What follows belongs to an exercise in optimizing a design on an open flow for small area; a production flow would make more cautious choices.
In this exercise RTL edits were held to simulation tests only and were not proved equivalent to the original.
Power figures rest on the tool's default switching activity, not on a simulated workload.

### flow/design.v
localparam integer LWE_N     = 8;                    
localparam integer LWE_M     = 8;                    
localparam integer LANES     = 2;
localparam integer ROW_PAIRS = LWE_M / LANES;
localparam integer A_WORDS  = ROW_PAIRS * LWE_N;     
localparam integer PT_WORDS = ROW_PAIRS;
localparam integer SK_WORDS = LWE_N;
localparam integer B_WORDS  = ROW_PAIRS;
localparam integer A_BASE     = 0;
localparam integer PT_BASE    = A_BASE + A_WORDS;
localparam integer SK_BASE    = PT_BASE + PT_WORDS;
localparam integer B_BASE     = SK_BASE + SK_WORDS;
localparam integer LOAD_WORDS = B_BASE + B_WORDS;
localparam integer ERR_SHIFT = 10;                   
localparam integer BAUD_DIV  = 868;                  
localparam integer BAUD_W    = 10;                   
localparam integer RP_W      = 2;                    
module uart_rx (
   input  logic       clk_100mhz,
   input  logic       sys_rst,
   input  logic       rxd,
   output logic       byte_valid,
   output logic [7:0] byte_data
);
localparam integer LWE_N     = 8;                    
localparam integer LWE_M     = 8;                    
localparam integer LANES     = 2;
localparam integer ROW_PAIRS = LWE_M / LANES;
localparam integer A_WORDS  = ROW_PAIRS * LWE_N;     
localparam integer PT_WORDS = ROW_PAIRS;
localparam integer SK_WORDS = LWE_N;
localparam integer B_WORDS  = ROW_PAIRS;
localparam integer A_BASE     = 0;
localparam integer PT_BASE    = A_BASE + A_WORDS;
localparam integer SK_BASE    = PT_BASE + PT_WORDS;
localparam integer B_BASE     = SK_BASE + SK_WORDS;
localparam integer LOAD_WORDS = B_BASE + B_WORDS;
localparam integer ERR_SHIFT = 10;                   
localparam integer BAUD_DIV  = 868;                  
localparam integer BAUD_W    = 10;                   
localparam integer RP_W      = 2;                    
   localparam logic [1:0] RX_IDLE = 2'd0, RX_START = 2'd1, RX_DATA = 2'd2, RX_STOP = 2'd3;
   logic [1:0]        state;
   logic              rx_meta, rx_sync;    
   logic [BAUD_W-1:0] baud_cnt;            
   logic [2:0]        bit_idx;
   logic [7:0]        shreg;
   assign byte_data = shreg;
   always_ff @(posedge clk_100mhz) begin
      if (sys_rst) begin
         rx_meta    <= 1'b1;        
         rx_sync    <= 1'b1;
         state      <= RX_IDLE;
         baud_cnt   <= '0;
         bit_idx    <= '0;
         byte_valid <= 1'b0;
      end else begin
         rx_meta    <= rxd;
         rx_sync    <= rx_meta;
         byte_valid <= 1'b0;
         case (state)
            RX_IDLE: if (!rx_sync) begin
               state    <= RX_START;
               baud_cnt <= BAUD_W'(BAUD_DIV / 2 - 1);    
            end
            RX_START: if (baud_cnt == '0) begin
               state    <= rx_sync ? RX_IDLE : RX_DATA;
               baud_cnt <= BAUD_W'(BAUD_DIV - 1);
               bit_idx  <= '0;
            end else begin
               baud_cnt <= baud_cnt - 1'b1;
            end
            RX_DATA: if (baud_cnt == '0) begin
               shreg    <= {rx_sync, shreg[7:1]};    
               bit_idx  <= bit_idx + 1'b1;
               baud_cnt <= BAUD_W'(BAUD_DIV - 1);
               if (bit_idx == 3'd7) state <= RX_STOP;
            end else begin
               baud_cnt <= baud_cnt - 1'b1;
            end
            RX_STOP: if (baud_cnt == '0) begin
               byte_valid <= rx_sync;    
               state      <= RX_IDLE;
            end else begin
               baud_cnt <= baud_cnt - 1'b1;
            end
            default: state <= RX_IDLE;
         endcase
      end
   end
endmodule
module uart_tx (
   input  logic       clk_100mhz,
   input  logic       sys_rst,
   input  logic       trigger,
   input  logic [7:0] byte_data,
   output logic       busy,
   output logic       txd
);
localparam integer LWE_N     = 8;                    
localparam integer LWE_M     = 8;                    
localparam integer LANES     = 2;
localparam integer ROW_PAIRS = LWE_M / LANES;
localparam integer A_WORDS  = ROW_PAIRS * LWE_N;     
localparam integer PT_WORDS = ROW_PAIRS;
localparam integer SK_WORDS = LWE_N;
localparam integer B_WORDS  = ROW_PAIRS;
localparam integer A_BASE     = 0;
localparam integer PT_BASE    = A_BASE + A_WORDS;
localparam integer SK_BASE    = PT_BASE + PT_WORDS;
localparam integer B_BASE     = SK_BASE + SK_WORDS;
localparam integer LOAD_WORDS = B_BASE + B_WORDS;
localparam integer ERR_SHIFT = 10;                   
localparam integer BAUD_DIV  = 868;                  
localparam integer BAUD_W    = 10;                   
localparam integer RP_W      = 2;                    
   logic [8:0]        shreg;        
   logic [3:0]        bits_left;    
   logic [BAUD_W-1:0] baud_cnt;
   always_ff @(posedge clk_100mhz) begin
      if (sys_rst) begin
         busy      <= 1'b0;
         txd       <= 1'b1;    
         bits_left <= '0;
         baud_cnt  <= '0;
      end else if (!busy) begin
         if (trigger) begin
            busy      <= 1'b1;
            txd       <= 1'b0;               
            shreg     <= {1'b1, byte_data};
            bits_left <= 4'd9;
            baud_cnt  <= BAUD_W'(BAUD_DIV - 1);
         end
      end else if (baud_cnt != '0) begin
         baud_cnt <= baud_cnt - 1'b1;
      end else if (bits_left == '0) begin
         busy <= 1'b0;         
      end else begin
         txd       <= shreg[0];
         shreg     <= {1'b1, shreg[8:1]};
         bits_left <= bits_left - 1'b1;
         baud_cnt  <= BAUD_W'(BAUD_DIV - 1);
      end
   end
endmodule
module word_loader (
   input  logic        clk_100mhz,
   input  logic        sys_rst,
   input  logic        byte_valid,
   input  logic [7:0]  byte_data,
   output logic        wr_a_en,
   output logic [5:0]  wr_a_addr,
   output logic [31:0] wr_a_data,
   output logic        wr_pt_en,
   output logic [5:0]  wr_pt_addr,
   output logic [31:0] wr_pt_data,
   output logic        wr_sk_en,
   output logic [5:0]  wr_sk_addr,
   output logic [31:0] wr_sk_data,
   output logic        wr_b_en,
   output logic [5:0]  wr_b_addr,
   output logic [31:0] wr_b_data
);
localparam integer LWE_N     = 8;                    
localparam integer LWE_M     = 8;                    
localparam integer LANES     = 2;
localparam integer ROW_PAIRS = LWE_M / LANES;
localparam integer A_WORDS  = ROW_PAIRS * LWE_N;     
localparam integer PT_WORDS = ROW_PAIRS;
localparam integer SK_WORDS = LWE_N;
localparam integer B_WORDS  = ROW_PAIRS;
localparam integer A_BASE     = 0;
localparam integer PT_BASE    = A_BASE + A_WORDS;
localparam integer SK_BASE    = PT_BASE + PT_WORDS;
localparam integer B_BASE     = SK_BASE + SK_WORDS;
localparam integer LOAD_WORDS = B_BASE + B_WORDS;
localparam integer ERR_SHIFT = 10;                   
localparam integer BAUD_DIV  = 868;                  
localparam integer BAUD_W    = 10;                   
localparam integer RP_W      = 2;                    
   localparam integer WC_W = $clog2(LOAD_WORDS + 1);
   logic [1:0]      byte_cnt;
   logic [23:0]     low_bytes;    
   logic [WC_W-1:0] word_cnt;     
   logic            take;
   logic [31:0]     word;
   assign word = {byte_data, low_bytes};    
   assign take = byte_valid && byte_cnt == 2'd3 && word_cnt < WC_W'(LOAD_WORDS);
   always_ff @(posedge clk_100mhz) begin
      if (byte_valid) low_bytes <= {byte_data, low_bytes[23:8]};
      if (sys_rst) begin
         byte_cnt   <= '0;
         word_cnt   <= '0;
         wr_a_en    <= 1'b0;
         wr_a_addr  <= '0;
         wr_a_data  <= '0;
         wr_pt_en   <= 1'b0;
         wr_pt_addr <= '0;
         wr_pt_data <= '0;
         wr_sk_en   <= 1'b0;
         wr_sk_addr <= '0;
         wr_sk_data <= '0;
         wr_b_en    <= 1'b0;
         wr_b_addr  <= '0;
         wr_b_data  <= '0;
      end else begin
         if (byte_valid) byte_cnt <= byte_cnt + 1'b1;
         if (take) word_cnt <= word_cnt + 1'b1;
         wr_a_en    <= take && word_cnt < WC_W'(PT_BASE);
         wr_a_addr  <= 6'(word_cnt - WC_W'(A_BASE));
         wr_a_data  <= word;
         wr_pt_en   <= take && word_cnt >= WC_W'(PT_BASE) && word_cnt < WC_W'(SK_BASE);
         wr_pt_addr <= 6'(word_cnt - WC_W'(PT_BASE));
         wr_pt_data <= word;
         wr_sk_en   <= take && word_cnt >= WC_W'(SK_BASE) && word_cnt < WC_W'(B_BASE);
         wr_sk_addr <= 6'(word_cnt - WC_W'(SK_BASE));
         wr_sk_data <= word;
         wr_b_en    <= take && word_cnt >= WC_W'(B_BASE);
         wr_b_addr  <= 6'(word_cnt - WC_W'(B_BASE));
         wr_b_data  <= word;
      end
   end
endmodule
module lwe_bank #(
   parameter integer WIDTH  = 32,    
   parameter integer DEPTH  = 4,
   parameter integer NUM_RD = 1
) (
   input  logic                    clk_100mhz,
   input  logic                    wr_en,
   input  logic [5:0]              wr_addr,
   input  logic [31:0]             wr_data,
   input  logic [NUM_RD*6-1:0]     rd_addr,    
   output logic [NUM_RD*WIDTH-1:0] rd_data     
);
   localparam integer AW = $clog2(DEPTH);
   logic [WIDTH-1:0] mem [0:DEPTH-1];
   always_ff @(posedge clk_100mhz) begin
      if (wr_en) mem[wr_addr[AW-1:0]] <= wr_data[WIDTH-1:0];
      for (int p = 0; p < NUM_RD; p++) begin
         rd_data[WIDTH*p +: WIDTH] <= mem[rd_addr[6*p +: AW]];    
      end
   end
endmodule
module result_dump (
   input  logic        clk_100mhz,
   input  logic        sys_rst,
   input  logic        done,
   output logic [5:0]  b_rd_addr,
   input  logic [31:0] b_rd,          
   input  logic        tx_busy,
   output logic        tx_trigger,
   output logic [7:0]  tx_byte,
   output logic        busy
);
localparam integer LWE_N     = 8;                    
localparam integer LWE_M     = 8;                    
localparam integer LANES     = 2;
localparam integer ROW_PAIRS = LWE_M / LANES;
localparam integer A_WORDS  = ROW_PAIRS * LWE_N;     
localparam integer PT_WORDS = ROW_PAIRS;
localparam integer SK_WORDS = LWE_N;
localparam integer B_WORDS  = ROW_PAIRS;
localparam integer A_BASE     = 0;
localparam integer PT_BASE    = A_BASE + A_WORDS;
localparam integer SK_BASE    = PT_BASE + PT_WORDS;
localparam integer B_BASE     = SK_BASE + SK_WORDS;
localparam integer LOAD_WORDS = B_BASE + B_WORDS;
localparam integer ERR_SHIFT = 10;                   
localparam integer BAUD_DIV  = 868;                  
localparam integer BAUD_W    = 10;                   
localparam integer RP_W      = 2;                    
   localparam logic [1:0] D_IDLE = 2'd0, D_FETCH = 2'd1, D_SEND = 2'd2, D_DRAIN = 2'd3;
   localparam integer WI_W = $clog2(B_WORDS);
   logic [1:0]      state;
   logic [WI_W-1:0] word_idx;
   logic [1:0]      byte_idx;
   assign b_rd_addr  = 6'(word_idx);
   assign tx_byte    = b_rd[8*byte_idx +: 8];      
   assign tx_trigger = (state == D_SEND) && !tx_busy;
   assign busy       = (state != D_IDLE);
   always_ff @(posedge clk_100mhz) begin
      if (sys_rst) begin
         state    <= D_IDLE;
         word_idx <= '0;
         byte_idx <= '0;
      end else begin
         case (state)
            D_IDLE: if (done) begin
               word_idx <= '0;
               byte_idx <= '0;
               state    <= D_FETCH;
            end
            D_FETCH: state <= D_SEND;                
            D_SEND:  if (!tx_busy) state <= D_DRAIN;  
            D_DRAIN: if (!tx_busy) begin
               byte_idx <= byte_idx + 1'b1;
               if (byte_idx != 2'd3) begin
                  state <= D_SEND;
               end else if (word_idx == WI_W'(B_WORDS - 1)) begin
                  state <= D_IDLE;
               end else begin
                  word_idx <= word_idx + 1'b1;
                  state    <= D_FETCH;
               end
            end
            default: state <= D_IDLE;
         endcase
      end
   end
endmodule
module enc_sequencer (
   input  logic            clk_100mhz,
   input  logic            sys_rst,
   input  logic            start,
   input  logic            dump_busy,
   output logic [5:0]      a_addr,
   output logic [5:0]      sk_addr,
   output logic            tag_valid,
   output logic            tag_last,
   output logic [1:0]      tag_row_pair,
   output logic            running
);
localparam integer LWE_N     = 8;                    
localparam integer LWE_M     = 8;                    
localparam integer LANES     = 2;
localparam integer ROW_PAIRS = LWE_M / LANES;
localparam integer A_WORDS  = ROW_PAIRS * LWE_N;     
localparam integer PT_WORDS = ROW_PAIRS;
localparam integer SK_WORDS = LWE_N;
localparam integer B_WORDS  = ROW_PAIRS;
localparam integer A_BASE     = 0;
localparam integer PT_BASE    = A_BASE + A_WORDS;
localparam integer SK_BASE    = PT_BASE + PT_WORDS;
localparam integer B_BASE     = SK_BASE + SK_WORDS;
localparam integer LOAD_WORDS = B_BASE + B_WORDS;
localparam integer ERR_SHIFT = 10;                   
localparam integer BAUD_DIV  = 868;                  
localparam integer BAUD_W    = 10;                   
localparam integer RP_W      = 2;                    
   localparam integer COL_W = $clog2(LWE_N);
   logic             start_q;     
   logic [RP_W-1:0]  rp;
   logic [COL_W-1:0] col;
   logic             col_last;
   assign col_last = (col == COL_W'(LWE_N - 1));
   assign a_addr  = 6'(rp * LWE_N + col);
   assign sk_addr = 6'(col);
   always_ff @(posedge clk_100mhz) begin
      if (sys_rst) begin
         start_q      <= 1'b0;
         running      <= 1'b0;
         rp           <= '0;
         col          <= '0;
         tag_valid    <= 1'b0;
         tag_last     <= 1'b0;
         tag_row_pair <= '0;
      end else begin
         start_q <= start;
         tag_valid    <= running;
         tag_last     <= running && col_last;
         tag_row_pair <= rp;
         if (!running) begin
            if (start && !start_q && !dump_busy) begin    
               running <= 1'b1;
               rp      <= '0;
               col     <= '0;
            end
         end else if (col_last) begin
            col <= '0;
            if (rp == RP_W'(ROW_PAIRS - 1)) running <= 1'b0;    
            else rp <= rp + 1'b1;
         end else begin
            col <= col + 1'b1;
         end
      end
   end
endmodule
module mac_lane (
   input  logic        clk_100mhz,
   input  logic        sys_rst,
   input  logic        beat_valid,
   input  logic        beat_last,     
   input  logic [15:0] beat_a,
   input  logic [1:0]  beat_s,        
   output logic        result_valid,
   output logic [15:0] result_sum
);
   logic [15:0] acc;
   logic [15:0] s_ext;
   logic [15:0] prod;
   logic [15:0] acc_next;
   always_comb begin
      s_ext    = {{14{beat_s[1]}}, beat_s};    
      prod     = 16'(beat_a * s_ext);          
      acc_next = acc + prod;
   end
   always_ff @(posedge clk_100mhz) begin
      if (sys_rst) begin
         acc          <= '0;
         result_valid <= 1'b0;
      end else begin
         result_valid <= beat_valid && beat_last;
         if (beat_valid) begin
            if (beat_last) begin
               result_sum <= acc_next;
               acc        <= '0;    
            end else begin
               acc <= acc_next;
            end
         end
      end
   end
endmodule
module b_writeback (
   input  logic            clk_100mhz,
   input  logic            sys_rst,
   input  logic            running,
   input  logic [1:0]      sums_valid_l,    
   input  logic [31:0]     sums,            
   input  logic            tag_valid,
   input  logic            tag_last,
   input  logic [1:0]      tag_row_pair,
   input  logic            load_wr_en,
   input  logic [5:0]      load_wr_addr,
   input  logic [31:0]     load_wr_data,
   output logic [5:0]      b_rd_addr,
   output logic [5:0]      pt_rd_addr,
   input  logic [31:0]     b_rd,
   input  logic [1:0]      pt_rd,
   output logic            b_wr_en,
   output logic [5:0]      b_wr_addr,
   output logic [31:0]     b_wr_data,
   output logic            done
);
localparam integer LWE_N     = 8;                    
localparam integer LWE_M     = 8;                    
localparam integer LANES     = 2;
localparam integer ROW_PAIRS = LWE_M / LANES;
localparam integer A_WORDS  = ROW_PAIRS * LWE_N;     
localparam integer PT_WORDS = ROW_PAIRS;
localparam integer SK_WORDS = LWE_N;
localparam integer B_WORDS  = ROW_PAIRS;
localparam integer A_BASE     = 0;
localparam integer PT_BASE    = A_BASE + A_WORDS;
localparam integer SK_BASE    = PT_BASE + PT_WORDS;
localparam integer B_BASE     = SK_BASE + SK_WORDS;
localparam integer LOAD_WORDS = B_BASE + B_WORDS;
localparam integer ERR_SHIFT = 10;                   
localparam integer BAUD_DIV  = 868;                  
localparam integer BAUD_W    = 10;                   
localparam integer RP_W      = 2;                    
   logic [RP_W-1:0] rp_q;                   
   logic [RP_W-1:0] s1_rp, s2_rp;
   logic [31:0]     s1_sum, s2_sum;
   logic            s1_valid, s2_valid;
   logic            sums_valid;
   logic            last_write;
   logic            active;                 
   logic [31:0]     new_b;
   assign sums_valid = &sums_valid_l;
   assign last_write = s2_valid && s2_rp == RP_W'(ROW_PAIRS - 1);
   assign b_rd_addr  = 6'(s1_rp);     
   assign pt_rd_addr = 6'(s1_rp);
   always_comb begin
      for (int l = 0; l < LANES; l++) begin
         new_b[16*l +: 16] = b_rd[16*l +: 16] + s2_sum[16*l +: 16]
                             + (16'(pt_rd[l]) << ERR_SHIFT);
      end
      if (s2_valid) begin
         b_wr_en   = 1'b1;
         b_wr_addr = 6'(s2_rp);
         b_wr_data = new_b;
      end else if (running || active) begin    
         b_wr_en   = 1'b0;
         b_wr_addr = '0;
         b_wr_data = '0;
      end else begin
         b_wr_en   = load_wr_en;
         b_wr_addr = load_wr_addr;
         b_wr_data = load_wr_data;
      end
   end
   always_ff @(posedge clk_100mhz) begin
      if (tag_valid && tag_last) rp_q <= tag_row_pair;
      if (sums_valid) begin
         s1_rp  <= rp_q;
         s1_sum <= sums;
      end
      s2_rp  <= s1_rp;
      s2_sum <= s1_sum;
   end
   always_ff @(posedge clk_100mhz) begin
      if (sys_rst) begin
         s1_valid <= 1'b0;
         s2_valid <= 1'b0;
         active   <= 1'b0;
         done     <= 1'b0;
      end else begin
         s1_valid <= sums_valid;
         s2_valid <= s1_valid;
         done     <= last_write;    
         if (running) active <= 1'b1;
         else if (last_write) active <= 1'b0;
      end
   end
endmodule
module lwe_top (
   input  logic clk_100mhz,
   input  logic sys_rst,
   input  logic uart_rxd,
   input  logic start,
   output logic uart_txd,
   output logic enc_done
);
localparam integer LWE_N     = 8;                    
localparam integer LWE_M     = 8;                    
localparam integer LANES     = 2;
localparam integer ROW_PAIRS = LWE_M / LANES;
localparam integer A_WORDS  = ROW_PAIRS * LWE_N;     
localparam integer PT_WORDS = ROW_PAIRS;
localparam integer SK_WORDS = LWE_N;
localparam integer B_WORDS  = ROW_PAIRS;
localparam integer A_BASE     = 0;
localparam integer PT_BASE    = A_BASE + A_WORDS;
localparam integer SK_BASE    = PT_BASE + PT_WORDS;
localparam integer B_BASE     = SK_BASE + SK_WORDS;
localparam integer LOAD_WORDS = B_BASE + B_WORDS;
localparam integer ERR_SHIFT = 10;                   
localparam integer BAUD_DIV  = 868;                  
localparam integer BAUD_W    = 10;                   
localparam integer RP_W      = 2;                    
   logic        rx_valid;
   logic [7:0]  rx_byte;
   logic        wr_a_en,  wr_pt_en,  wr_sk_en,  wr_bl_en,  wr_b_en;
   logic [5:0]  wr_a_addr, wr_pt_addr, wr_sk_addr, wr_bl_addr, wr_b_addr;
   logic [31:0] wr_a_data, wr_pt_data, wr_sk_data, wr_bl_data, wr_b_data;
   logic [5:0]  a_rd_addr, pt_rd_addr, sk_rd_addr;
   logic [11:0] b_rd_addr;     
   logic [31:0] a_rd;          
   logic [1:0]  pt_rd;         
   logic [1:0]  sk_rd;
   logic [63:0] b_rd;
   logic        tag_valid, tag_last;
   logic [1:0]  tag_row_pair;
   logic        running;
   logic [1:0]  lane_valid;
   logic [31:0] lane_sum;
   logic        dump_busy;
   logic        tx_trigger, tx_busy;
   logic [7:0]  tx_byte;
   uart_rx u_rx (.clk_100mhz, .sys_rst, .rxd(uart_rxd),
                 .byte_valid(rx_valid), .byte_data(rx_byte));
   word_loader u_loader (.clk_100mhz, .sys_rst, .byte_valid(rx_valid), .byte_data(rx_byte),
                         .wr_a_en, .wr_a_addr, .wr_a_data,
                         .wr_pt_en, .wr_pt_addr, .wr_pt_data,
                         .wr_sk_en, .wr_sk_addr, .wr_sk_data,
                         .wr_b_en(wr_bl_en), .wr_b_addr(wr_bl_addr), .wr_b_data(wr_bl_data));
   lwe_bank #(.WIDTH(32), .DEPTH(A_WORDS), .NUM_RD(1)) u_a_bank (
      .clk_100mhz, .wr_en(wr_a_en), .wr_addr(wr_a_addr), .wr_data(wr_a_data),
      .rd_addr(a_rd_addr), .rd_data(a_rd));
   lwe_bank #(.WIDTH(2), .DEPTH(PT_WORDS), .NUM_RD(1)) u_pt_bank (
      .clk_100mhz, .wr_en(wr_pt_en), .wr_addr(wr_pt_addr), .wr_data(wr_pt_data),
      .rd_addr(pt_rd_addr), .rd_data(pt_rd));
   lwe_bank #(.WIDTH(2), .DEPTH(SK_WORDS), .NUM_RD(1)) u_sk_bank (
      .clk_100mhz, .wr_en(wr_sk_en), .wr_addr(wr_sk_addr), .wr_data(wr_sk_data),
      .rd_addr(sk_rd_addr), .rd_data(sk_rd));
   lwe_bank #(.WIDTH(32), .DEPTH(B_WORDS), .NUM_RD(2)) u_b_bank (
      .clk_100mhz, .wr_en(wr_b_en), .wr_addr(wr_b_addr), .wr_data(wr_b_data),
      .rd_addr(b_rd_addr), .rd_data(b_rd));
   enc_sequencer u_seq (.clk_100mhz, .sys_rst, .start, .dump_busy,
                        .a_addr(a_rd_addr), .sk_addr(sk_rd_addr),
                        .tag_valid, .tag_last, .tag_row_pair, .running);
   for (genvar l = 0; l < LANES; l++) begin : g_lane
      mac_lane u_lane (.clk_100mhz, .sys_rst,
                       .beat_valid(tag_valid), .beat_last(tag_last),
                       .beat_a(a_rd[16*l +: 16]), .beat_s(sk_rd),
                       .result_valid(lane_valid[l]), .result_sum(lane_sum[16*l +: 16]));
   end
   b_writeback u_wb (.clk_100mhz, .sys_rst, .running, .sums_valid_l(lane_valid), .sums(lane_sum),
                     .tag_valid, .tag_last, .tag_row_pair,
                     .load_wr_en(wr_bl_en), .load_wr_addr(wr_bl_addr), .load_wr_data(wr_bl_data),
                     .b_rd_addr(b_rd_addr[5:0]), .pt_rd_addr(pt_rd_addr),
                     .b_rd(b_rd[31:0]), .pt_rd(pt_rd),
                     .b_wr_en(wr_b_en), .b_wr_addr(wr_b_addr), .b_wr_data(wr_b_data),
                     .done(enc_done));
   result_dump u_dump (.clk_100mhz, .sys_rst, .done(enc_done),
                       .b_rd_addr(b_rd_addr[11:6]), .b_rd(b_rd[63:32]), .tx_busy,
                       .tx_trigger, .tx_byte, .busy(dump_busy));
   uart_tx u_tx (.clk_100mhz, .sys_rst, .trigger(tx_trigger), .byte_data(tx_byte),
                 .busy(tx_busy), .txd(uart_txd));
endmodule
### flow/run.sh
#!/bin/bash
# synth_recipe.tcl (not shown) runs the flow's synth.tcl, then flattens the netlist and writes it again
# the make line also repeats each setting of config.mk as NAME=value (left out here)
make -C /OpenROAD-flow-scripts/flow DESIGN_CONFIG=/design/flow/config.mk WORK_HOME=/design/flow/orfs CLKGATE_MAP_FILE= SYNTH_SCRIPT=/design/flow/synth_recipe.tcl finish
### flow/config.mk
export PLATFORM = sky130hd
export DESIGN_NAME = lwe_top
export DESIGN_NICKNAME = lwe_top
export VERILOG_FILES = /design/flow/design.v
export SDC_FILE = /design/flow/constraint.sdc
export NUM_CORES = 4
export LEC_CHECK = 0
export CAP_MARGIN = 20
export CORE_MARGIN = 2
export CORE_UTILIZATION = 40
export SLEW_MARGIN = 20
### flow/constraint.sdc
create_clock -name core_clock -period 10.0 [get_ports {clk_100mhz}]
set_input_delay 2.0000 -clock core_clock [delete_from_list [all_inputs] [get_ports {clk_100mhz}]]
set_output_delay 2.0000 -clock core_clock [all_outputs]
set_load 0.01 [all_outputs]
==> flow_summary.json <==
{
  "status": "finished clean",
  "synth_top_area_cell": "edfxtp_1",
  "ctsHoldBuffers": 0,
  "ys_types": 84,
  "totalWireLength_um": 143000,
  "clock.fmax_ghz": 0.2453,
  "setup.worst_path.end_class": "register",
  "die_w_um": 395.8,
  "wl_per_cell_um": 26.10,
  "slowest_stage": "dfxtp_1",
  "via_count": 29970,
  "worstMarginPinSlew_ps": 1116,
  "ir_worst_vdd_mv": 0.1704,
  "power_density_mw_per_mm2": 196.2,
  "syn2layout_area_growth_pct": 13.29,
  "cp_max_fo": 32,
  "cts_sinks": 1556,
  "clockBufferDepth": 3,
  "yosysSeqAreaShare": 0.7167,
  "die-area_mm2": 0.1566,
  "start_kind": "register",
  "period_share": 0.4077,
  "swShare": 0.2101,
  "yosysWarnings": 11,
  "p_leak_nw": 22.69,
  "grt_max_degree": 148,
  "dp_cells": 5187,
  "root_buffer": "clkbuf_16",
  "finalCriticalPeriod_ps": 4077,
  "ys_async_sr_fraction": 0,
  "drive_gt1_frac": 0.2408,
  "drt_iter0_drc": 3082,
  "synth_top_area_share": 0.6280,
  "post-cts-setup-buffer-count": 0,
  "clk_latency_ps": 780,
  "hold_violations": 0,
  "fin_worst_skew_ps": 27.48,
  "grt_setup_unrepaired": "no",
  "htree_levels": 4,
  "layout.nets": 3459,
  "ys_top_cells_by_area": "edfxtp_1, mux4_2, dfxtp_1",
  "drtPass1Iterations": 5,
  "slew_headroom": 0.2526,
  "p_comb_frac": 0.045,
  "core_area_mm2": 0.1523,
  "p_sw_mw": 2.867,
  "drv_slew": 0,
  "worstPathArrival_ps": 4720,
  "ys_top_cells_by_count": "edfxtp_1, mux4_2, dfxtp_1",
  "syn-cell-area_mm2": 0.06140,
  "die-height_um": 395.8,
  "yosysMostFrequentCell": "edfxtp_1",
  "cp.required_ps": 10650,
  "setup_violations": 0,
  "setup_tns_ps": 0,
  "critPathBufInv": 0,
  "post-dp-hpwl_um": 78680,
  "via_per_inst": 5.469,
  "grt_pass1_vias": 30500,
  "row_count": 143,
  "gp_congestion": 0.8007,
  "ant_nets": 0,
  "path_class": "reg2reg",
  "grt_pass1_wl_um": 207800,
  "clk_pin_slew_worst_paths_ps": 60,
  "overflow": 0,
  "path_delay_family": "simple AND/OR/NAND/NOR gates",
  "path_cells": "and2_1 -> fa_1 -> fa_1 -> a211oi_1 -> o21bai_1 -> a21oi_1 -> nor4bb_1 -> nor4b_1 -> nand4bb_1 -> o311ai_1",
  "synthFlopType": "edfxtp_1",
  "drc": 0,
  "total_power_mw": 13.65,
  "gr-usage-all-layers": 0.1834,
  "synth_fp_nets": 3358,
  "crit_path_max_incr_delay_ps": 1030,
  "synth_edf_count": 1284,
  "cts_tree": "built",
  "initial_core_util": 0.4032,
  "cts.repair.resized": 0,
  "p_int_mw": 10.78,
  "antenna_found_initial": 4,
  "syn_inst": 3213,
  "postSynthAreaPerCell_um2": 19.11,
  "port_buffers": 5,
  "timing.hold.ws_ps": 333.0,
  "cpMostUsedCell": "fa_1",
  "cts_buffers": 155,
  "maxCapViolations": 0,
  "hp-class": "reg2reg",
  "clockPowerShare": 0.438,
  "pwr-share-seq": 0.517,
  "synth_seq_cells": 1556,
  "final_cells": 5479,
  "pin_count": 6
}
==> logic make-up (layout without fill, tap and decap cells) <==
| logic type | count (synthesis) | count (layout) | share of synthesized area |
|---|---|---|---|
| compound gates | 288 | 288 | 0.03167 |
| mux | 437 | 437 | 0.1531 |
| flops | 1556 | 1556 | 0.7167 |
| buf+inv | 256 | 490 | 0.01820 |
| simple gates | 466 | 466 | 0.03768 |
| fa+ha+maj | 141 | 141 | 0.03289 |
| xor+xnor | 69 | 69 | 0.009843 |
| other cells | 0 | 2 | 0 |
==> power groups by stage <==
stage / clock, mW / sequential, mW / combinational (mW)
floorplan: 0 / 7.17 / 0.483
global placement: 0 / 7.20 / 0.606
detailed placement: 0 / 7.20 / 0.610
CTS: 6.10 / 7.06 / 0.613
global route: 6.34 / 7.06 / 0.672
finish: 5.98 / 7.06 / 0.608
==> per-layer routing <==
layer / track usage / wire (µm) / up-vias
met3: 0.02934 / 8919 / 193
met5: 0 / 0 / -
met4: 0.05282 / 2981 / 0
met1: 0.2548 / 61860 / 15900
met2: 0.2999 / 69270 / 882
li1: - / - / 12990
==> path summary, 6_finish.rpt <==
check                               start                                    end  slack [ps]  depth (start not counted)
min             u_wb.s1_sum[12]$_DFFE_PP_                u_wb.s2_sum[12]$_DFF_P_         330                          0
max          u_sk_bank.rd_data[0]$_DFF_P_  g_lane[0].u_lane.acc[14]$_SDFFE_PP0P_        5920                         10
min reg2reg     u_wb.s1_sum[12]$_DFFE_PP_                u_wb.s2_sum[12]$_DFF_P_         330                          0
max reg2reg  u_sk_bank.rd_data[0]$_DFF_P_  g_lane[0].u_lane.acc[14]$_SDFFE_PP0P_        5920                         10
==> state kept, by name, summed over array words and instances, names as in the netlist, 16 cells and up, named ones only <==
signal                    count
u_b_bank.rd_data             64
u_a_bank.mem               1024
g_lane.u_lane.result_sum     32
g_lane.u_lane.acc            32
u_wb.s1_sum                  32
u_loader.low_bytes           24
u_b_bank.mem                128
u_loader.wr_a_data           32
u_wb.s2_sum                  32
u_a_bank.rd_data             32
u_sk_bank.mem                16
==> cell usage in the layout, fill, tap and decap left out, types with 14 or more instances in the layout <==
master     Yosys  layout
buf_4          2      79
nor2_1       144     108
a21oi_1       78      78
nor3_1        21      20
xor2_1        27      27
mux4_2       398     398
clkbuf_8       0      27
clkinv_2       0      23
a21o_1        22      22
a31oi_1       15      15
nand2_1      112     112
nor2b_1       62      61
edfxtp_1    1284    1284
o21ai_0       42      42
a22o_1        20      20
clkbuf_16      0     159
dfxtp_1      272     254
nor2_4         0      36
dfxtp_2        0      14
bufinv_16      0      14
inv_1        113     113
nand2b_1      44      44
clkbuf_1      91      39
fa_1          34      34
mux2_2        35      35
xnor2_1       42      42
ha_1         107     107
==> cell type report <==
type	count	area [µm²]
tap	2030	2540
inverter	114	427.9
multi-input combinational	1401	16560
clock inverter	63	785.8
clock buffer	227	4509
timing repair buffer	86	693.2
fill	12710	82700
antenna	2	5.005
sequential	1556	44030
==> per-stage QoR <==
| stage | area [µm²] | util | setup slack (ps) |
|---|---|---|---|
| final | 69560 | 0.4568 | 5923 |
| after global routing | 69550 | 0.4568 | 5764 |
| after CTS | 69540 | 0.4567 | 5997 |
| after detailed placement | 64240 | 0.4219 | 5652 |
| after global placement | 64240 | 0.4219 | 5704 |
| after floorplan | 61400 | - | 5928 |

-- what the ideal ports hide --
The results above use ideal ports. As a check the final layout listed here was re-extracted and re-timed, cells and wires unchanged. Step 1 sets driving cells, clkbuf_16 on the clock port and buf_2 on the other inputs (assumed; they add their load-dependent delay and slew). Step 2 moves the port delays by t, midway between the first and last clock arrival at a register: inputs arrive t later, outputs are due t later. That takes back most of the time a late clock gives input paths. Slacks: ideal / step 1 / step 2; pairs: ideal / step 1.
t, ns: 0.847
setup WS [ns]: 5.923 / 5.923 / 5.923
cell pins on the clock port's net: 1
After both steps setup and hold are still met in this run. For this run, drivers alone change the setup slack by 0.000 ns; drivers and shift together by 0.000 ns.
